This is an optimization exercise on Yosys and OpenROAD, whose aim is small area, not a production implementation. The RTL was checked by simulation tests, not by an equivalence proof against the original design. Power and IR drop assume default switching activity.

File: design/flow/config.mk
export PLATFORM = sky130hd
export DESIGN_NAME = motion_queue_sequencer
export DESIGN_NICKNAME = motion_queue_sequencer
export VERILOG_FILES = /design/flow/design.v
export SDC_FILE = /design/flow/constraint.sdc
export NUM_CORES = 4
export LEC_CHECK = 0
export CAP_MARGIN = 20
export CORE_MARGIN = 2
export CORE_UTILIZATION = 60
export PLACE_DENSITY = 0.68
export SLEW_MARGIN = 20
File: design/flow/standard.sh
#!/bin/bash
# synth_recipe.tcl (not shown) runs the flow's synth.tcl, then flattens the netlist and writes it again
# the make line also repeats each setting of config.mk as NAME=value (left out here)
make -C /OpenROAD-flow-scripts/flow DESIGN_CONFIG=/design/flow/config.mk WORK_HOME=/design/flow/orfs CLKGATE_MAP_FILE= SYNTH_SCRIPT=/design/flow/synth_recipe.tcl "${@:-finish}"
File: design/flow/constraint.sdc
create_clock -name core_clock -period 8.0 [get_ports {clk}]
set_input_delay 1.6000 -clock core_clock [delete_from_list [all_inputs] [get_ports {clk}]]
set_output_delay 1.6000 -clock core_clock [all_outputs]
set_load 0.01 [all_outputs]
File: design/flow/flow/run.sh
#!/bin/bash
# Own layout flow: the standard ORFS flow (standard.sh), with
#  - the port buffers made with the smallest buffer (buf_1) instead of
#    buffer_ports' default choice,
#  - clock tree synthesis without dummy loads, with smaller leaf buffers.
# Every tool's output stays in orfs/logs/; make's own output goes to make_finish.log.
set -euo pipefail
export BUFFER_PORTS_ARGS="-buffer_cell sky130_fd_sc_hd__buf_1"
export CTS_ARGS="-sink_clustering_enable -repair_clock_nets -dont_use_dummy_load -root_buf sky130_fd_sc_hd__clkbuf_16 -buf_list sky130_fd_sc_hd__clkbuf_8 -sink_clustering_size 16 -sink_clustering_max_diameter 50"
bash standard.sh "BUFFER_PORTS_ARGS=$BUFFER_PORTS_ARGS" "CTS_ARGS=$CTS_ARGS" finish > make_finish.log 2>&1
File: design/flow/design.v
package motion_pkg;
    localparam int AXES = 5;
    localparam int MOVE_W = AXES * 64;
    typedef logic signed [31:0] steps_t;
endpackage
module move_fifo #(
    parameter int  DEPTH = 8,
    parameter int  W     = 320,
    localparam int AW    = $clog2(DEPTH)
) (
    input  logic          clk,
    input  logic          reset,
    input  logic          push_i,    
    input  logic [W-1:0]  data_i,
    input  logic          pop_i,     
    input  logic          ld_i,      
    input  logic          flush_i,
    output logic [W-1:0]  data_o,
    output logic [AW:0]   count_o
);
    logic [W-1:0]  mem_q [0:DEPTH-1];
    logic [AW-1:0] wr_ptr_q;
    logic [AW-1:0] rd_ptr_q;
    logic [AW:0]   count_q;
    logic          do_push;
    logic          do_pop;
    assign count_o = count_q;
    assign do_push = push_i && !flush_i;
    assign do_pop  = pop_i && !flush_i;
    always_ff @(posedge clk) begin
        for (int i = 0; i < DEPTH; i++) begin
            if (do_push && (wr_ptr_q == AW'(i))) begin
                mem_q[i] <= data_i;
            end
        end
    end
    always_comb begin
        data_o = '0;
        for (int i = 0; i < DEPTH; i++) begin
            data_o = data_o | (mem_q[i] & {W{ld_i && (rd_ptr_q == AW'(i))}});
        end
    end
    always_ff @(posedge clk) begin
        if (reset || flush_i) begin
            wr_ptr_q <= '0;
            rd_ptr_q <= '0;
            count_q  <= '0;
        end else begin
            if (do_push) begin
                wr_ptr_q <= wr_ptr_q + 1'b1;
            end
            if (do_pop) begin
                rd_ptr_q <= rd_ptr_q + 1'b1;
            end
            if (do_push && !do_pop) begin
                count_q <= count_q + 1'b1;
            end else if (!do_push && do_pop) begin
                count_q <= count_q - 1'b1;
            end
        end
    end
endmodule
module motion_queue_sequencer #(
    parameter int  DEPTH = 8,
    localparam int AW    = $clog2(DEPTH)
) (
    input  logic               clk,
    input  logic               reset,
    input  logic               cmd_valid,
    output logic               cmd_ready,
    input  logic [31:0]        cmd_speed_x,
    input  logic [31:0]        cmd_speed_y,
    input  logic [31:0]        cmd_speed_z,
    input  logic [31:0]        cmd_speed_e0,
    input  logic [31:0]        cmd_speed_e1,
    input  logic signed [31:0] cmd_num_x,
    input  logic signed [31:0] cmd_num_y,
    input  logic signed [31:0] cmd_num_z,
    input  logic signed [31:0] cmd_num_e0,
    input  logic signed [31:0] cmd_num_e1,
    input  logic               abort,
    input  logic               clear_error,
    output logic [31:0]        speed_x_main,
    output logic [31:0]        speed_y_main,
    output logic [31:0]        speed_z_main,
    output logic [31:0]        speed_e0_main,
    output logic [31:0]        speed_e1_main,
    output logic signed [31:0] num_x_m,
    output logic signed [31:0] num_y_m,
    output logic signed [31:0] num_z_m,
    output logic signed [31:0] num_e0_m,
    output logic signed [31:0] num_e1_m,
    output logic               start_driving_main,
    input  logic               finish,
    input  logic               error,
    input  logic [31:0]        num_x_now,
    input  logic [31:0]        num_y_now,
    input  logic [31:0]        num_z_now,
    input  logic [31:0]        num_e0_now,
    input  logic [31:0]        num_e1_now,
    output logic signed [31:0] pos_x,
    output logic signed [31:0] pos_y,
    output logic signed [31:0] pos_z,
    output logic signed [31:0] pos_e0,
    output logic signed [31:0] pos_e1,
    input  logic               pos_load,
    input  logic signed [31:0] pos_load_x,
    input  logic signed [31:0] pos_load_y,
    input  logic signed [31:0] pos_load_z,
    input  logic signed [31:0] pos_load_e0,
    input  logic signed [31:0] pos_load_e1,
    output logic               busy,
    output logic               halted,
    output logic [AW:0]        count,
    output logic [31:0]        moves_done
);
    localparam int W = motion_pkg::MOVE_W;
    localparam logic [2:0] ST_IDLE    = 3'd0;
    localparam logic [2:0] ST_LOAD    = 3'd1;
    localparam logic [2:0] ST_RUN     = 3'd2;
    localparam logic [2:0] ST_RELEASE = 3'd3;
    localparam logic [2:0] ST_HALT    = 3'd4;
    logic [2:0]   state_q;
    logic [2:0]   state_d;
    logic         s_idle, s_load, s_run, s_rel, s_halt;
    logic [W-1:0] cmd_in;
    logic [W-1:0] head_ld;
    logic [W-1:0] move_q;
    logic [31:0]  moves_done_q;
    logic         abort_act;
    logic         go_halt;
    logic         fifo_flush;
    logic         fifo_push;
    logic         ld;
    logic         interrupt;
    assign s_idle = (state_q == ST_IDLE);
    assign s_load = (state_q == ST_LOAD);
    assign s_run  = (state_q == ST_RUN);
    assign s_rel  = (state_q == ST_RELEASE);
    assign s_halt = (state_q == ST_HALT);
    assign cmd_in = {cmd_num_e1, cmd_num_e0, cmd_num_z, cmd_num_y, cmd_num_x,
                     cmd_speed_e1, cmd_speed_e0, cmd_speed_z, cmd_speed_y, cmd_speed_x};
    assign abort_act  = abort && !s_halt;
    assign go_halt    = (s_run && finish && error && !abort) || (s_halt && !clear_error);
    assign fifo_flush = abort_act || go_halt;
    assign cmd_ready  = !count[3] && !s_halt;
    assign fifo_push  = cmd_valid && cmd_ready && !abort_act;
    assign ld         = s_load && !abort_act;
    assign interrupt  = s_run && (abort || (finish && error));
    move_fifo #(.DEPTH(DEPTH), .W(W)) u_fifo (
        .clk     (clk),
        .reset   (reset),
        .push_i  (fifo_push),
        .data_i  (cmd_in),
        .pop_i   (s_load),
        .ld_i    (ld),
        .flush_i (fifo_flush),
        .data_o  (head_ld),
        .count_o (count)
    );
    always_comb begin
        state_d = state_q;
        case (state_q)
            ST_IDLE:    if (count != '0) state_d = ST_LOAD;
            ST_LOAD:    state_d = ST_RUN;
            ST_RUN:     if (finish) state_d = error ? ST_HALT : ST_RELEASE;
            ST_RELEASE: state_d = ST_IDLE;
            ST_HALT:    if (clear_error) state_d = ST_IDLE;
            default:    state_d = ST_IDLE;
        endcase
        if (abort_act) begin
            state_d = ST_IDLE;
        end
    end
    always_ff @(posedge clk) begin
        if (reset) begin
            state_q <= ST_IDLE;
        end else begin
            state_q <= state_d;
        end
    end
    assign start_driving_main = s_run;
    assign halted             = s_halt;
    assign busy               = !s_idle || (count != '0);
    always_ff @(posedge clk) begin
        move_q <= head_ld | (move_q & {W{!ld}});
    end
    always_ff @(posedge clk) begin
        if (reset) begin
            moves_done_q <= '0;
        end else if (s_run && finish && !error && !abort) begin
            moves_done_q <= moves_done_q + 1'b1;
        end
    end
    assign moves_done    = moves_done_q;
    assign speed_x_main  = move_q[0*32 +: 32];
    assign speed_y_main  = move_q[1*32 +: 32];
    assign speed_z_main  = move_q[2*32 +: 32];
    assign speed_e0_main = move_q[3*32 +: 32];
    assign speed_e1_main = move_q[4*32 +: 32];
    assign num_x_m       = move_q[5*32 +: 32];
    assign num_y_m       = move_q[6*32 +: 32];
    assign num_z_m       = move_q[7*32 +: 32];
    assign num_e0_m      = move_q[8*32 +: 32];
    assign num_e1_m      = move_q[9*32 +: 32];
    logic [4:0][31:0] pos_q;
    logic [4:0][31:0] pos_load_vec;
    logic [4:0][31:0] now_vec;
    logic [4:0][31:0] num_vec;
    logic             p_load;
    logic             p_rel;
    logic             p_int;
    assign pos_load_vec = {pos_load_e1, pos_load_e0, pos_load_z, pos_load_y, pos_load_x};
    assign now_vec      = {num_e1_now, num_e0_now, num_z_now, num_y_now, num_x_now};
    assign num_vec      = move_q[W-1:W/2];
    assign p_load = !reset && pos_load && (s_idle || s_halt);
    assign p_rel  = !reset && s_rel;
    assign p_int  = !reset && interrupt;
    for (genvar a = 0; a < 5; a++) begin : g_pos
        logic        neg;
        logic [31:0] opa;
        logic [31:0] opb;
        logic [31:0] sum;
        assign neg = p_int && num_vec[a][31];
        assign opa = pos_q[a] & {32{!(reset || p_load)}};
        assign opb = ({32{p_rel}}  & num_vec[a])
                   | ({32{p_int}}  & (now_vec[a] ^ {32{neg}}))
                   | ({32{p_load}} & pos_load_vec[a]);
        assign sum = opa + opb + {31'd0, neg};
        always_ff @(posedge clk) begin
            pos_q[a] <= sum;
        end
    end
    assign pos_x  = pos_q[0];
    assign pos_y  = pos_q[1];
    assign pos_z  = pos_q[2];
    assign pos_e0 = pos_q[3];
    assign pos_e1 = pos_q[4];
endmodule
==> results of run 1 <==
metrics by stage:
stage / instances / cell area (um2) / hold slack, ns / total power, uW
CTS: 10949 / 127300 / 0.4423 / 32350
global placement: 10673 / 123100 / 0.4499 / 24180
floorplan: 7344 / 115900 / 0.4445 / 21620
detailed placement: 10673 / 123100 / 0.4588 / 24250
finish: 11036 / 127500 / 0.4410 / 32290
global route: 11021 / 127500 / 0.4533 / 33270
metal layers:
layer  routed length, um  share of wire  GRT usage
met1              128100           0.36     0.4461
met2              167600           0.47     0.5418
met3               33050          0.094    0.07507
met5                 398         0.0011          0
met4               23830          0.068     0.2283
tightest hold or removal path, delay by kind of cell, from the launching register on:
family             cells  cell delay [ns]
DFF                    1             0.32
and+or+nand+nor        1             0.07
AOI/OAI and AO/OA      1             0.06
worst max path at each step:
stage | cells after the start | to | slack (ns) | start
after floorplan | 4 | u_fifo.mem_q[2][0]$_DFFE_PP_ | -2.41 | abort
after global placement | 13 | pos_q[48]$_DFF_P_ | 1.55 | reset
after detailed placement | 13 | pos_q[48]$_DFF_P_ | 1.46 | reset
after CTS | 13 | pos_q[48]$_DFF_P_ | 2.34 | reset
after global routing | 13 | pos_q[48]$_DFF_P_ | 1.90 | reset
final | 13 | pos_q[48]$_DFF_P_ | 2.20 | reset
power groups by stage:
stage                     logic [uW]  registers [uW]  clock network [uW]
after floorplan                 1880           19700                   0
after global placement          4140           20000                   0
after detailed placement        4180           20100                   0
after CTS                       4190           19700                8450
after global routing            4490           19800                9010
final                           4200           19700                8340
sequential cells by signal, indices dropped and copies added (netlist names):
register and count:
move_q 320, state_q 3, pos_q 160, u_fifo.count_q 4, u_fifo.wr_ptr_q 3, u_fifo.mem_q 2560
u_fifo.rd_ptr_q 3, moves_done_q 32
final cells by class:
cell class,count,area share
antenna,87,0.001707
clock buffer,276,0.03270
inverter,49,0.001501
multi-input combinational,3744,0.2096
sequential,3085,0.6853
tap,2526,0.02478
timing repair buffer,1269,0.04448
kinds of logic after synthesis:
family | share of synthesized area
flops | 0.7539
compound gates | 0.1351
simple gates | 0.04966
buf+inv | 0.01668
xor+xnor | 0.02448
fa+ha+maj | 0.01982
mux | 0.0003454
cell usage after synthesis (5+ instances only):
| cell | instances | area (um2) |
|---|---|---|
| sky130_fd_sc_hd__nand4_1 | 25 | 156.4 |
| sky130_fd_sc_hd__a211o_1 | 5 | 43.79 |
| sky130_fd_sc_hd__fa_1 | 11 | 220.2 |
| sky130_fd_sc_hd__o21ai_0 | 224 | 1121 |
| sky130_fd_sc_hd__nand3_1 | 349 | 1747 |
| sky130_fd_sc_hd__and4_1 | 5 | 43.79 |
| sky130_fd_sc_hd__a21boi_0 | 5 | 37.54 |
| sky130_fd_sc_hd__o21bai_1 | 18 | 135.1 |
| sky130_fd_sc_hd__a222oi_1 | 325 | 3253 |
| sky130_fd_sc_hd__clkbuf_1 | 458 | 1719 |
| sky130_fd_sc_hd__xor2_1 | 76 | 665.6 |
| sky130_fd_sc_hd__a22oi_1 | 792 | 5946 |
| sky130_fd_sc_hd__or3_1 | 17 | 106.4 |
| sky130_fd_sc_hd__nand2b_1 | 25 | 156.4 |
| sky130_fd_sc_hd__nand2_1 | 102 | 382.9 |
| sky130_fd_sc_hd__buf_1 | 8 | 30.03 |
| sky130_fd_sc_hd__nor3_1 | 22 | 110.1 |
| sky130_fd_sc_hd__a221oi_1 | 329 | 2882 |
| sky130_fd_sc_hd__o211ai_1 | 10 | 75.07 |
| sky130_fd_sc_hd__a21o_1 | 80 | 600.6 |
| sky130_fd_sc_hd__inv_1 | 49 | 183.9 |
| sky130_fd_sc_hd__o21a_1 | 14 | 105.1 |
| sky130_fd_sc_hd__xnor2_1 | 248 | 2172 |
| sky130_fd_sc_hd__o31ai_1 | 5 | 37.54 |
| sky130_fd_sc_hd__nor2b_1 | 13 | 81.33 |
| sky130_fd_sc_hd__and3_1 | 32 | 200.2 |
| sky130_fd_sc_hd__ha_1 | 166 | 2077 |
| sky130_fd_sc_hd__nor2_1 | 439 | 1648 |
| sky130_fd_sc_hd__a211oi_1 | 13 | 97.59 |
| sky130_fd_sc_hd__edfxtp_1 | 2560 | 76870 |
| sky130_fd_sc_hd__dfxtp_1 | 525 | 10510 |
| sky130_fd_sc_hd__a2111oi_0 | 6 | 52.55 |
| sky130_fd_sc_hd__and2_1 | 157 | 982.2 |
| sky130_fd_sc_hd__a21oi_1 | 149 | 745.7 |
| sky130_fd_sc_hd__a31oi_1 | 15 | 93.84 |
| sky130_fd_sc_hd__nor3b_1 | 6 | 45.04 |
==> impl_metrics.sql, run 1 <==
INSERT INTO impl_metrics (metric_group, metric, value, unit) VALUES
('outcome', 'run_status', 'timing/DRC/antenna clean', ''),
('floorplanning', 'die-height', '443.5', 'um'),
('worst_setup_path', 'path_buf_inv', '2', ''),
('route', 'detailroute.via_count', '73892', ''),
('floorplanning', 'design.die.area', '196700', 'um2'),
('clock_tree', 'cts.reportedPaths.clkPinSlew', '0.09', 'ns'),
('route', 'drt_first_pass_iters', '9', ''),
('pwr', 'switching_power', '8840', 'uW'),
('worst_setup_path', 'critPathSlowestCell', 'sky130_fd_sc_hd__or3_4', ''),
('worst_setup_path', 'timing.critical_path.cells', 'clkbuf_2 -> or3_4 -> buf_12 -> o21ai_0 -> fa_1 -> a211oi_1 -> o21ai_0 -> a31oi_1 -> o21bai_1 -> a21oi_1 -> nor3_1 -> a2111oi_0 -> xnor2_1', ''),
('layout', 'mostFrequentLayoutCell', 'sky130_fd_sc_hd__edfxtp_1', ''),
('yosys', 'netlist_area', '115900', 'um2'),
('timing', 'fin_ws', '2.203', 'ns'),
('worst_hold_path', 'hold_path_sink', 'move_q[97]$_DFF_P_', ''),
('pwr', 'seqPwrFrac', '0.612', ''),
('route', 'drc_errors', '0', ''),
('yosys', 'number_of_flip_flops_and_latches_in_the_synthesized_netlist', '3085', ''),
('timing', 'max_freq', '0.1725', 'GHz'),
('yosys', 'post_synth_num_cell_types', '72', ''),
('timing', 'fin_worst_skew', '0.07661', 'ns'),
('yosys', 'synth_flop_cell', 'sky130_fd_sc_hd__edfxtp_1', ''),
('timing', 'final.min_clock_period', '5.797', 'ns'),
('worst_hold_path', 'min_delay_path_depth', '2', ''),
('worst_hold_path', 'holdCritPathClass', 'flop to flop', ''),
('yosys', 'synth_seq_area_share', '0.7539', ''),
('pwr', 'p_int', '23450', 'uW'),
('yosys', 'synth-async-reset-ratio', '0', ''),
('pwr', 'power.leakage', '0.04051', 'uW'),
('place', 'detailedPlacementHpwl', '217600', 'um'),
('timing', 'worst_slew_margin_rel', '0.1975', ''),
('route', 'detail_route.wirelength', '353000', 'um'),
('global_route', 'grt_pass1_vias', '69606', ''),
('layout', 'ff_latch_area', '87390', 'um2'),
('pwr', 'power_density', '253.2', 'nW/um2'),
('clock_tree', 'cts_made_buffers', '276', ''),
('timing', 'rsz0062_at_grt', 'false', ''),
('worst_hold_path', 'hp-start', 'u_fifo.mem_q[0][97]$_DFFE_PP_', ''),
('place', 'portBuffers', '1167', ''),
('global_route', 'antenna_found_initial', '155', ''),
('timing', 'finalCritPeriodShare', '0.7247', ''),
('worst_setup_path', 'rr_startpoint', 'state_q[2]$_SDFFE_PP0P_', ''),
('layout', 'num-nets-final', '9250', ''),
('clock_tree', 'ctsResizeCount', '0', ''),
('clock_tree', 'cts-root-to-sink-buffers', '4', ''),
('timing', 'worst-slew-pin-transition', '1.204', 'ns'),
('worst_setup_path', 'worst_path_dominant_cell_family', 'compound AO/OA/AOI/OAI gates', ''),
('global_route', 'gr-total-overflow', '0', ''),
('worst_setup_path', 'critPathCaptureType', 'flop', ''),
('worst_setup_path', 'r2r.worst_path.cells', '14', ''),
('place', 'place.gp.congestion', '0.9499', ''),
('worst_setup_path', 'critPathMaxFanout', '69', ''),
('yosys', 'yosys_warnings', '3', ''),
('global_route', 'gr-usage-all-layers', '0.3484', ''),
('pwr', 'share_comb_of_total_power', '0.130', ''),
('layout', 'syn_to_final_growth', '10.03', '%'),
('route', 'routedWlPerCell', '31.99', 'um'),
('pwr', 'clkPwrFrac', '0.258', ''),
('worst_setup_path', 'critPathMostFrequentCell', 'sky130_fd_sc_hd__o21ai_0', ''),
('timing', 'final-hold-violation-count', '0', ''),
('worst_setup_path', 'criticalPathCategory', 'primary input to flop', ''),
('route', 'antenna_left', '0', ''),
('global_route', 'grt_start_max_net_pins', '155', ''),
('floorplanning', 'initial_utilization', '0.6031', ''),
('worst_setup_path', 'cp-start-kind', 'primary input', ''),
('layout', 'postLayoutCoreUtil', '0.6636', ''),
('route', 'via_per_inst', '6.696', ''),
('yosys', 'synth-edff-count', '2560', ''),
('worst_setup_path', 'critical_path_required', '8.76', 'ns'),
('timing', 'setup-violations-final', '0', ''),
('worst_setup_path', 'rr_endpoint', 'pos_q[48]$_DFF_P_', ''),
('clock_tree', 'post-cts-setup-buffer-count', '0', '');
==> run 2: changes to the inputs <==
--- a/design/flow/config.mk
+++ b/design/flow/config.mk
@@ -7,6 +7,6 @@
 export LEC_CHECK = 0
 export CAP_MARGIN = 20
 export CORE_MARGIN = 2
-export CORE_UTILIZATION = 60
-export PLACE_DENSITY = 0.68
+export CORE_UTILIZATION = 70
+export PLACE_DENSITY = 0.78
 export SLEW_MARGIN = 20
==> run 2 against run 1 <==
- still clean
- synthesized cell count unchanged
- die area down 14%
- sequential share of layout area up 0.73 points
- combinational power up 3%
- register-to-register slack worse by 0.22 ns
- wire length up 2.2%
- core utilization up 10 points
- largest cell class unchanged
- largest power group unchanged
- highest routed layer unchanged
==> impl_metrics.sql, run 2 <==
INSERT INTO impl_metrics (metric_group, metric, value, unit) VALUES
('yosys', 'synth.largest_area_cell', 'sky130_fd_sc_hd__edfxtp_1', ''),
('global_route', 'grt_pass1_vias', '70160', ''),
('timing', 'final.min_clock_period', '5.361', 'ns'),
('floorplanning', 'die_w', '410.9', 'um'),
('timing', 'setup-violations-final', '0', ''),
('layout', 'fillers', '9815', ''),
('worst_setup_path', 'worst_path_dominant_cell_family', 'compound AO/OA/AOI/OAI gates', ''),
('layout', 'reg_top3', 'u_fifo.mem_q x2560, move_q x320, pos_q x160', ''),
('route', 'drt_first_pass_iters', '10', ''),
('route', 'antenna_left', '0', ''),
('layout', 'mostFrequentLayoutCell', 'sky130_fd_sc_hd__edfxtp_1', ''),
('route', 'detail_route.wirelength', '360800', 'um'),
('floorplanning', 'rows', '149', ''),
('worst_setup_path', 'timing.critical_path.to', 'pos_q[126]$_DFF_P_', ''),
('pwr', 'p_int', '22560', 'uW'),
('run', 'max-cap-violations', '0', ''),
('yosys', 'synth_flop_cell', 'sky130_fd_sc_hd__edfxtp_1', ''),
('route', 'detailroute.via_count', '76238', ''),
('worst_setup_path', 'criticalPathCategory', 'primary input to flop', ''),
('clock_tree', 'cts.sinks', '3085', ''),
('clock_tree', 'ctsResizeCount', '0', ''),
('yosys', 'synth-async-reset-ratio', '0', ''),
('pwr', 'clkPwrFrac', '0.231', ''),
('worst_setup_path', 'cp-start-kind', 'primary input', ''),
('yosys', 'post_synth_num_cell_types', '72', ''),
('worst_setup_path', 'critPathCaptureType', 'flop', ''),
('yosys', 'synth.cells.most_frequent', 'sky130_fd_sc_hd__edfxtp_1, sky130_fd_sc_hd__a22oi_1, sky130_fd_sc_hd__dfxtp_1, sky130_fd_sc_hd__clkbuf_1, sky130_fd_sc_hd__nor2_1', ''),
('floorplanning', 'design.die.area', '168900', 'um2'),
('yosys', 'number_of_flip_flops_and_latches_in_the_synthesized_netlist', '3085', ''),
('floorplanning', 'die-height', '410.9', 'um'),
('yosys', 'avgSynthCellArea', '15.78', 'um2'),
('worst_setup_path', 'critPathMaxFanout', '55', ''),
('layout', 'regMostFlops', 'u_fifo.mem_q', ''),
('place', 'place.gp.congestion', '1.002', ''),
('timing', 'worst_slew_margin_rel', '0.2073', ''),
('global_route', 'antenna_found_initial', '177', ''),
('route', 'detailedRoute.firstIterationViolations', '12836', ''),
('clock_tree', 'ctsRootBufferMaster', 'sky130_fd_sc_hd__clkbuf_16', ''),
('worst_setup_path', 'timing.critical_path.cells', 'buf_1 -> a21oi_1 -> or3_4 -> buf_4 -> o21ai_0 -> fa_1 -> a21oi_1 -> o211ai_1 -> a41oi_1 -> o21ai_0 -> a31oi_1 -> o21ai_0 -> a21bo_2 -> a21oi_1 -> xnor2_1', ''),
('worst_setup_path', 'path_buf_inv', '2', ''),
('worst_setup_path', 'rr_endpoint', 'pos_q[126]$_DFF_P_', ''),
('worst_setup_path', 'critPathSlowestCell', 'sky130_fd_sc_hd__or3_4', ''),
('pwr', 'seqPwrFrac', '0.631', ''),
('clock_tree', 'cts-root-to-sink-buffers', '3', ''),
('route', 'routedWlPerCell', '33.77', 'um'),
('timing', 'fin_worst_skew', '0.08207', 'ns'),
('pwr', 'switching_power', '8630', 'uW'),
('layout', 'layout.cells.non_filler', '10684', ''),
('floorplanning', 'initial_utilization', '0.7041', ''),
('yosys', 'postSynthNetCount', '8169', ''),
('global_route', 'wire_length_of_the_first_global_routing_pass', '502000', 'um'),
('place', 'placed_cells_incl_taps', '10324', ''),
('clock_tree', 'post-cts-setup-buffer-count', '0', ''),
('pwr', 'power.switching_fraction', '0.2767', ''),
('worst_setup_path', 'r2r_slack', '2.89', 'ns'),
('floorplanning', 'core_region_area', '164600', 'um2'),
('timing', 'rsz0062_at_grt', 'false', ''),
('worst_setup_path', 'crit_path_max_incr_delay', '0.71', 'ns'),
('yosys', 'synth_seq_area_share', '0.7539', ''),
('clock_tree', 'cts_made_buffers', '232', ''),
('outcome', 'run_status', 'timing/DRC/antenna clean', ''),
('layout', 'fraction_of_layout_cells_with_a_size_suffix_above_1', '0.04374', ''),
('timing', 'report.final.slew_viol_count', '0', ''),
('clock_tree', 'postCtsHoldBufs', '0', ''),
('layout', 'postLayoutCoreUtil', '0.7666', ''),
('route', 'via_per_inst', '7.136', ''),
('worst_setup_path', 'depth_of_the_critical_timing_path_with_buffers_and_inverters_included', '15', ''),
('yosys', 'synth-edff-count', '2560', ''),
('worst_setup_path', 'setup.worst_path.start', 'abort', ''),
('worst_hold_path', 'holdCritPathClass', 'flop to flop', ''),
('pwr', 'share_comb_of_total_power', '0.138', ''),
('yosys', 'netlist_area', '115900', 'um2'),
('worst_setup_path', 'rr_startpoint', 'state_q[0]$_SDFFE_PP0P_', ''),
('route', 'drc_errors', '0', ''),
('timing', 'worst-slew-pin-transition', '1.189', 'ns'),
('worst_setup_path', 'critPathArrivalTime', '6.12', 'ns'),
('global_route', 'grt_start_max_net_pins', '143', ''),
('yosys', 'leading_cell_type_by_number_of_instances_after_synthesis', 'sky130_fd_sc_hd__edfxtp_1', ''),
('yosys', 'area_share_of_the_largest_cell_type_after_synthesis', '0.6632', ''),
('timing', 'max_freq', '0.1865', 'GHz'),
('yosys', 'syn_inst', '7344', ''),
('floorplanning', 'top_level_ports', '1168', ''),
('layout', 'largest_register_ff_count', '2560', ''),
('layout', 'syn_to_final_growth', '8.868', '%'),
('pwr', 'power.leakage', '0.03997', 'uW'),
('clock_tree', 'cts.reportedPaths.clkPinSlew', '0.10', 'ns'),
('pwr', 'peakVddDrop', '239.2', 'uV'),
('pwr', 'power_density', '247.2', 'nW/um2'),
('worst_setup_path', 'r2r.worst_path.cells', '16', ''),
('layout', 'num-nets-final', '9194', ''),
('yosys', 'yosys-top-cells-area', 'sky130_fd_sc_hd__edfxtp_1, sky130_fd_sc_hd__dfxtp_1, sky130_fd_sc_hd__a22oi_1', ''),
('place', 'portBuffers', '1167', ''),
('clock_tree', 'tritoncts', 'yes', ''),
('timing', 'finalCritPeriodShare', '0.6701', ''),
('worst_setup_path', 'critical_path_required', '8.76', 'ns'),
('timing', 'final-hold-violation-count', '0', ''),
('worst_hold_path', 'min_delay_path_depth', '2', ''),
('layout', 'most-common-layout-cells', 'sky130_fd_sc_hd__edfxtp_1, sky130_fd_sc_hd__buf_1, sky130_fd_sc_hd__a22oi_1', ''),
('yosys', 'yosys_warnings', '3', ''),
('place', 'detailedPlacementHpwl', '223600', 'um'),
('clock_tree', 'cts_htree_levels', '4', ''),
('global_route', 'gr-total-overflow', '0', ''),
('global_route', 'gr-usage-all-layers', '0.4177', ''),
('clock_tree', 'insertion_delay', '0.89', 'ns');
## run 2: cell types whose count changed in the layout (fill, tap and decap cells not counted), sizes merged
| cell | change |
|---|---|
| clkbuf | -44 |
| diode | +41 |
| buf | -12 |
## run 2: worst min path at each step
stage | startpoint | endpoint | slack [ns]
after CTS | u_fifo.mem_q[0][296]$_DFFE_PP_ | move_q[296]$_DFF_P_ | 0.43
after floorplan | u_fifo.mem_q[0][0]$_DFFE_PP_ | move_q[0]$_DFF_P_ | 0.44
final | u_fifo.mem_q[0][296]$_DFFE_PP_ | move_q[296]$_DFF_P_ | 0.44
after global placement | u_fifo.mem_q[0][262]$_DFFE_PP_ | move_q[262]$_DFF_P_ | 0.45
after detailed placement | u_fifo.mem_q[0][194]$_DFFE_PP_ | move_q[194]$_DFF_P_ | 0.45
after global routing | u_fifo.mem_q[0][296]$_DFFE_PP_ | move_q[296]$_DFF_P_ | 0.44
## run 2: stage by stage
| stage | hold slack (ns) | cell area, um2 | power (uW) | setup slack [ns] | setup TNS [ns] |
|---|---|---|---|---|---|
| 6_report | 0.4382 | 126200 | 31190 | 2.639 | 0 |
| 3_3_place_gp | 0.4510 | 122700 | 24010 | 1.926 | 0 |
| 5_1_grt | 0.4363 | 126100 | 31960 | 2.370 | 0 |
| 2_1_floorplan | 0.4445 | 115900 | 21620 | -2.415 | -2975.14 |
| 4_1_cts | 0.4341 | 125900 | 31000 | 2.763 | 0 |
| 3_5_place_dp | 0.4549 | 122700 | 24150 | 1.892 | 0 |
## run 2: cells by family after synthesis
| group | share of synthesized area |
|---|---|
| muxes | 0.0003454 |
| and+or+nand+nor | 0.04966 |
| DFF | 0.7539 |
| AOI/OAI and AO/OA | 0.1351 |
| buffers and inverters | 0.01668 |
| adders and majority gates | 0.01982 |
| xor gates and xnor gates | 0.02448 |
## run 2: area by class of cell
class | count | area (um2) | area share
well taps | 2189 | 2739 | 0.02170
flip-flops and latches | 3085 | 87390 | 0.6926
clock buffers | 232 | 3204 | 0.02539
repair buffers | 1257 | 5608 | 0.04444
diodes | 128 | 320.3 | 0.002538
inverters | 49 | 191.4 | 0.001517
multi-input cells | 3744 | 26730 | 0.2118
## run 2: routing by layer
metal	track usage	wire (um)
met5	0	586
met4	0.2985	28070
met3	0.1457	52640
met2	0.5945	159700
met1	0.5401	119800
## run 2: power groups by stage
stage	clock, uW	combinational [uW]	sequential, uW
6_report	7210	4310	19700
3_3_place_gp	0	4120	19900
5_1_grt	7700	4580	19700
3_5_place_dp	0	4220	19900
4_1_cts	7190	4230	19600
2_1_floorplan	0	1880	19700
## run 2: worst register-to-register path: stages (launching register included)
cell and delay (ns):
sky130_fd_sc_hd__dfxtp_1 0.40, sky130_fd_sc_hd__nor2_1 0.42, sky130_fd_sc_hd__nand2_1 0.17, sky130_fd_sc_hd__nor2_4 0.59, sky130_fd_sc_hd__buf_12 0.42, sky130_fd_sc_hd__a22oi_1 0.25
sky130_fd_sc_hd__o21ai_0 0.12, sky130_fd_sc_hd__ha_1 0.29, sky130_fd_sc_hd__o21ai_0 0.39, sky130_fd_sc_hd__a21oi_1 0.15, sky130_fd_sc_hd__a41oi_1 0.32, sky130_fd_sc_hd__o21ai_0 0.27
sky130_fd_sc_hd__a31oi_1 0.43, sky130_fd_sc_hd__o21ai_0 0.26, sky130_fd_sc_hd__a21bo_2 0.25, sky130_fd_sc_hd__a21oi_1 0.17, sky130_fd_sc_hd__xnor2_1 0.13
==> run 3: changes to the inputs <==
--- a/design/flow/design.v
+++ b/design/flow/design.v
@@ -226,7 +226,16 @@
         assign opb = ({32{p_rel}}  & num_vec[a])
                    | ({32{p_int}}  & (now_vec[a] ^ {32{neg}}))
                    | ({32{p_load}} & pos_load_vec[a]);
-        assign sum = opa + opb + {31'd0, neg};
+        logic [31:0] p, g;
+        logic [32:0] cy;
+        assign p     = opa ^ opb;
+        assign g     = opa & opb;
+        assign cy[0] = neg;
+        for (genvar i = 0; i < 32; i += 2) begin : g_pair
+            assign cy[i+1] = g[i] | (p[i] & cy[i]);
+            assign cy[i+2] = g[i+1] | (p[i+1] & g[i]) | (p[i+1] & p[i] & cy[i]);
+        end
+        assign sum = p ^ cy[31:0];
         always_ff @(posedge clk) begin
             pos_q[a] <= sum;
         end
==> design/flow/flow/run.sh (replaced) <==
#!/bin/bash
# Own layout flow: the standard ORFS flow (standard.sh), with
#  - the port buffers made with the smallest buffer (buf_1) instead of
#    buffer_ports' default choice,
#  - clock tree synthesis without dummy loads, with smaller leaf buffers.
# Every tool's output stays in orfs/logs/; make's own output goes to make_finish.log.
set -euo pipefail
export BUFFER_PORTS_ARGS="-buffer_cell sky130_fd_sc_hd__buf_1"
export CTS_ARGS="-sink_clustering_enable -repair_clock_nets -dont_use_dummy_load -root_buf sky130_fd_sc_hd__clkbuf_16 -buf_list sky130_fd_sc_hd__clkbuf_8 -sink_clustering_size 18 -sink_clustering_max_diameter 50"
bash standard.sh "BUFFER_PORTS_ARGS=$BUFFER_PORTS_ARGS" "CTS_ARGS=$CTS_ARGS" finish > make_finish.log 2>&1
--- a/design/flow/config.mk
+++ b/design/flow/config.mk
@@ -7,6 +7,6 @@
 export LEC_CHECK = 0
 export CAP_MARGIN = 20
 export CORE_MARGIN = 2
-export CORE_UTILIZATION = 70
-export PLACE_DENSITY = 0.78
+export CORE_UTILIZATION = 60
+export PLACE_DENSITY = 0.68
 export SLEW_MARGIN = 20
==> run 3 against run 2 <==
- largest cell class unchanged
- area after synthesis is 0.46% lower
- critical endpoint is now pos_q[63]$_DFF_P_
- first-iteration DRC count fell by 18%
- largest power group unchanged
- sequential share of layout area hardly changed
- synthesized cell count decreased by 2.1%
- highest routed layer unchanged
==> impl_metrics.sql, run 3 <==
INSERT INTO impl_metrics (metric_group, metric, value, unit) VALUES
('timing', 'worst-slew-pin-transition', '1.179', 'ns'),
('global_route', 'gr-usage-all-layers', '0.3636', ''),
('route', 'detailedRoute.firstIterationViolations', '10565', ''),
('yosys', 'synth.cells.most_frequent', 'sky130_fd_sc_hd__edfxtp_1, sky130_fd_sc_hd__a22oi_1, sky130_fd_sc_hd__dfxtp_1, sky130_fd_sc_hd__clkbuf_1, sky130_fd_sc_hd__nor2_1', ''),
('floorplanning', 'rows', '160', ''),
('yosys', 'yosys_warnings', '3', ''),
('floorplanning', 'core_region_area', '190600', 'um2'),
('timing', 'rsz0062_at_grt', 'false', ''),
('yosys', 'avgSynthCellArea', '16.05', 'um2'),
('yosys', 'area_share_of_the_largest_cell_type_after_synthesis', '0.6663', ''),
('route', 'detail_route.wirelength', '366700', 'um'),
('route', 'detailroute.via_count', '73168', ''),
('worst_hold_path', 'holdCritPathClass', 'flop to flop', ''),
('route', 'drc_errors', '0', ''),
('pwr', 'power.leakage', '0.04008', 'uW'),
('worst_setup_path', 'timing.critical_path.cells', 'buf_1 -> a21oi_2 -> buf_4 -> or3_4 -> buf_4 -> o21ai_0 -> ha_1 -> nand4_1 -> o221ai_1 -> a211oi_1 -> o41ai_2 -> o311ai_1 -> o211ai_1 -> a41oi_1 -> a211o_1 -> fa_1 -> xor2_1 -> xnor2_1', ''),
('timing', 'fin_hold_ws', '0.4178', 'ns'),
('pwr', 'design_power_total', '31600', 'uW'),
('yosys', 'synth_flop_cell', 'sky130_fd_sc_hd__edfxtp_1', ''),
('route', 'routed.top_layer', 'met5', ''),
('clock_tree', 'ctsRootBufferMaster', 'sky130_fd_sc_hd__clkbuf_16', ''),
('global_route', 'gr-total-overflow', '0', ''),
('timing', 'fin_worst_skew', '0.09131', 'ns'),
('place', 'placed_cells_incl_taps', '10523', ''),
('floorplanning', 'die_w', '442.5', 'um'),
('worst_hold_path', 'min_delay_path_depth', '2', ''),
('layout', 'fraction_of_layout_cells_with_a_size_suffix_above_1', '0.04670', ''),
('worst_setup_path', 'worst_path_dominant_cell_family', 'compound AO/OA/AOI/OAI gates', ''),
('clock_tree', 'cts_htree_levels', '4', ''),
('worst_setup_path', 'path_buf_inv', '3', ''),
('yosys', 'synth_seq_area_share', '0.7574', ''),
('yosys', 'synth_simple_gate_area_frac', '0.04297', ''),
('global_route', 'wire_length_of_the_first_global_routing_pass', '508700', 'um'),
('global_route', 'antenna_found_initial', '154', ''),
('timing', 'timing.setup.tns', '0', 'ns'),
('place', 'placed_cell_area', '122700', 'um2'),
('layout', 'mostFrequentLayoutCell', 'sky130_fd_sc_hd__edfxtp_1', ''),
('yosys', 'number_of_flip_flops_and_latches_in_the_synthesized_netlist', '3085', ''),
('floorplanning', 'die-height', '442.5', 'um'),
('layout', 'reg_top3', 'u_fifo.mem_q x2560, move_q x320, pos_q x160', ''),
('route', 'drt_first_pass_iters', '9', ''),
('route', 'via_per_inst', '6.737', ''),
('yosys', 'synth_fa_ha_area_frac', '0.03206', ''),
('floorplanning', 'design.die.area', '195800', 'um2'),
('yosys', 'synth-async-reset-ratio', '0', ''),
('worst_setup_path', 'critPathMostFrequentCell', 'sky130_fd_sc_hd__buf_4', ''),
('clock_tree', 'postCtsHoldBufs', '0', ''),
('worst_setup_path', 'critPathMaxFanout', '43', ''),
('yosys', 'yosys-top-cells-area', 'sky130_fd_sc_hd__edfxtp_1, sky130_fd_sc_hd__dfxtp_1, sky130_fd_sc_hd__a22oi_1', ''),
('timing', 'finalCritPeriodShare', '0.7646', ''),
('yosys', 'synth.largest_area_cell', 'sky130_fd_sc_hd__edfxtp_1', ''),
('global_route', 'grt_pass1_vias', '67338', ''),
('yosys', 'largest_family_of_logic_cells_by_synthesized_area', 'compound AO/OA/AOI/OAI gates', ''),
('worst_setup_path', 'critPathArrivalTime', '6.82', 'ns'),
('route', 'drt-met1-wl', '135700', 'um'),
('route', 'antenna_left', '0', ''),
('clock_tree', 'tritoncts', 'yes', ''),
('place', 'portBuffers', '1167', ''),
('yosys', 'syn_inst', '7189', ''),
('timing', 'setup-violations-final', '0', ''),
('yosys', 'post_synth_num_cell_types', '64', ''),
('layout', 'syn_to_final_growth', '9.317', '%'),
('pwr', 'peakVddDrop', '204.6', 'uV'),
('clock_tree', 'cts_made_buffers', '232', ''),
('worst_setup_path', 'r2r.worst_path.cells', '18', ''),
('timing', 'report.final.slew_viol_count', '0', ''),
('clock_tree', 'cts-root-to-sink-buffers', '3', ''),
('timing', 'final-hold-violation-count', '0', ''),
('worst_setup_path', 'depth_of_the_critical_timing_path_with_buffers_and_inverters_included', '18', ''),
('worst_setup_path', 'criticalPathCategory', 'primary input to flop', ''),
('yosys', 'postSynthNetCount', '8084', ''),
('floorplanning', 'initial_utilization', '0.6054', ''),
('global_route', 'grt_start_max_net_pins', '143', ''),
('worst_setup_path', 'critical_path_required', '8.70', 'ns'),
('timing', 'max_freq', '0.1635', 'GHz'),
('pwr', 'power_density', '250.6', 'nW/um2'),
('clock_tree', 'ctsResizeCount', '0', ''),
('place', 'detailedPlacementHpwl', '231900', 'um'),
('route', 'detailroute.wirelength.met3', '38310', 'um'),
('worst_setup_path', 'critPathCaptureType', 'flop', ''),
('worst_setup_path', 'crit_path_max_incr_delay', '0.60', 'ns'),
('route', 'met2_wirelength', '168800', 'um'),
('yosys', 'synth-edff-count', '2560', ''),
('layout', 'post-route-cell-area', '126100', 'um2'),
('layout', 'largest_register_ff_count', '2560', ''),
('worst_setup_path', 'critPathSlowestCell', 'sky130_fd_sc_hd__or3_4', ''),
('timing', 'final.min_clock_period', '6.117', 'ns'),
('floorplanning', 'top_level_ports', '1168', ''),
('layout', 'regMostFlops', 'u_fifo.mem_q', ''),
('layout', 'num-nets-final', '9141', ''),
('yosys', 'synth-compound-area-share', '0.1248', ''),
('yosys', 'synth_xor_area_frac', '0.02035', ''),
('yosys', 'synthMuxAreaShare', '0.0001735', ''),
('clock_tree', 'post-cts-setup-buffer-count', '0', ''),
('layout', 'layout.cells.non_filler', '10860', ''),
('clock_tree', 'cts.sinks', '3085', ''),
('clock_tree', 'cts.reportedPaths.clkPinSlew', '0.11', 'ns'),
('route', 'routedWlPerCell', '33.77', 'um'),
('outcome', 'run_status', 'timing/DRC/antenna clean', ''),
('run', 'max-cap-violations', '0', ''),
('yosys', 'netlist_area', '115400', 'um2'),
('worst_setup_path', 'cp-start-kind', 'primary input', ''),
('yosys', 'leading_cell_type_by_number_of_instances_after_synthesis', 'sky130_fd_sc_hd__edfxtp_1', ''),
('layout', 'most-common-layout-cells', 'sky130_fd_sc_hd__edfxtp_1, sky130_fd_sc_hd__buf_1, sky130_fd_sc_hd__a22oi_1', ''),
('timing', 'worst_slew_margin_rel', '0.2137', ''),
('place', 'place.gp.congestion', '1.021', ''),
('clock_tree', 'insertion_delay', '0.89', 'ns');
## run 3: logic make-up (layout without fill, tap and decap cells)
kind of cell | after synthesis | after routing
DFF | 3085 | 3085
muxes | 2 | 2
other | 0 | 105
xor gates and xnor gates | 268 | 268
AOI/OAI and AO/OA | 1841 | 1841
buffers and inverters | 680 | 1735
adders and majority gates | 247 | 247
and+or+nand+nor | 1066 | 1066
## run 3: power by group
group | switching [uW] | internal (uW)
Clock | 4650 | 2580
Sequential | 1670 | 18400
Combinational | 2730 | 1550
## run 3: worst paths after layout
kind                                           end  slack (ns)                     startpoint
worst min register to register  move_q[26]$_DFF_P_        0.42  u_fifo.mem_q[5][26]$_DFFE_PP_
worst max register to register   pos_q[31]$_DFF_P_        2.15        state_q[0]$_SDFFE_PP0P_
worst min-delay path            move_q[26]$_DFF_P_        0.42  u_fifo.mem_q[5][26]$_DFFE_PP_
worst max-delay path             pos_q[63]$_DFF_P_        1.88                          abort
## run 3: cell type report
class                           count  area [um2]
Sequential cell                  3085       87390
Fill cell                       13543       64460
Multi-Input combinational cell   3424       25550
Timing Repair Buffer             1281        5725
Clock buffer                      232        3204
Tap cell                         2511        3142
Inverter                          222       840.8
Antenna cell                      105       262.8
## run 3: per-stage QoR
step | utilization | worst slack [ns]
4_1_cts | 0.6604 | 1.937
3_3_place_gp | 0.6436 | 1.223
2_1_floorplan | - | -2.449
5_1_grt | 0.6613 | 1.590
3_5_place_dp | 0.6436 | 1.071
6_report | 0.6618 | 1.883
## run 3: worst min-delay path, cell delays in order (launching register included)
cell and delay [ns]:
sky130_fd_sc_hd__edfxtp_1 0.32, sky130_fd_sc_hd__a222oi_1 0.06, sky130_fd_sc_hd__nand3_1 0.06
## run 3: per-layer routing
layer,global-route usage,up-vias
met1,0.4835,37225
met4,0.2206,56
met2,0.5469,4309
met5,0,-
li1,-,30745
met3,0.08934,833

[afterwards: timing with drivers on the ports]
In the flow no input, the clock included, has a driving cell. The finished layouts below were timed again as built, in two steps.
Step 1, drivers: a clkbuf_16 drives clk and a buf_2 each remaining input, both assumed.
Step 2 also shifts input and output timing later by t, the mid clock arrival at the registers, as if the neighbouring blocks saw the same clock.
Three values: ideal, step 1, step 2; two values: the first two.
run | t (ns) | slack for setup (ns) | worst slew at a driven data input, ns
run 1 | 0.948 | 2.203 / 2.269 / 1.322 | 0.27
run 2 | 0.938 | 2.639 / 2.682 / 1.744 | 0.31
run 3 | 0.930 | 1.883 / 1.955 / 1.025 | 0.36
After both steps every run listed still meets setup and hold. The setup slack of run 2, which loses most, moves by +0.043 ns with the drivers and by -0.895 ns with both steps.
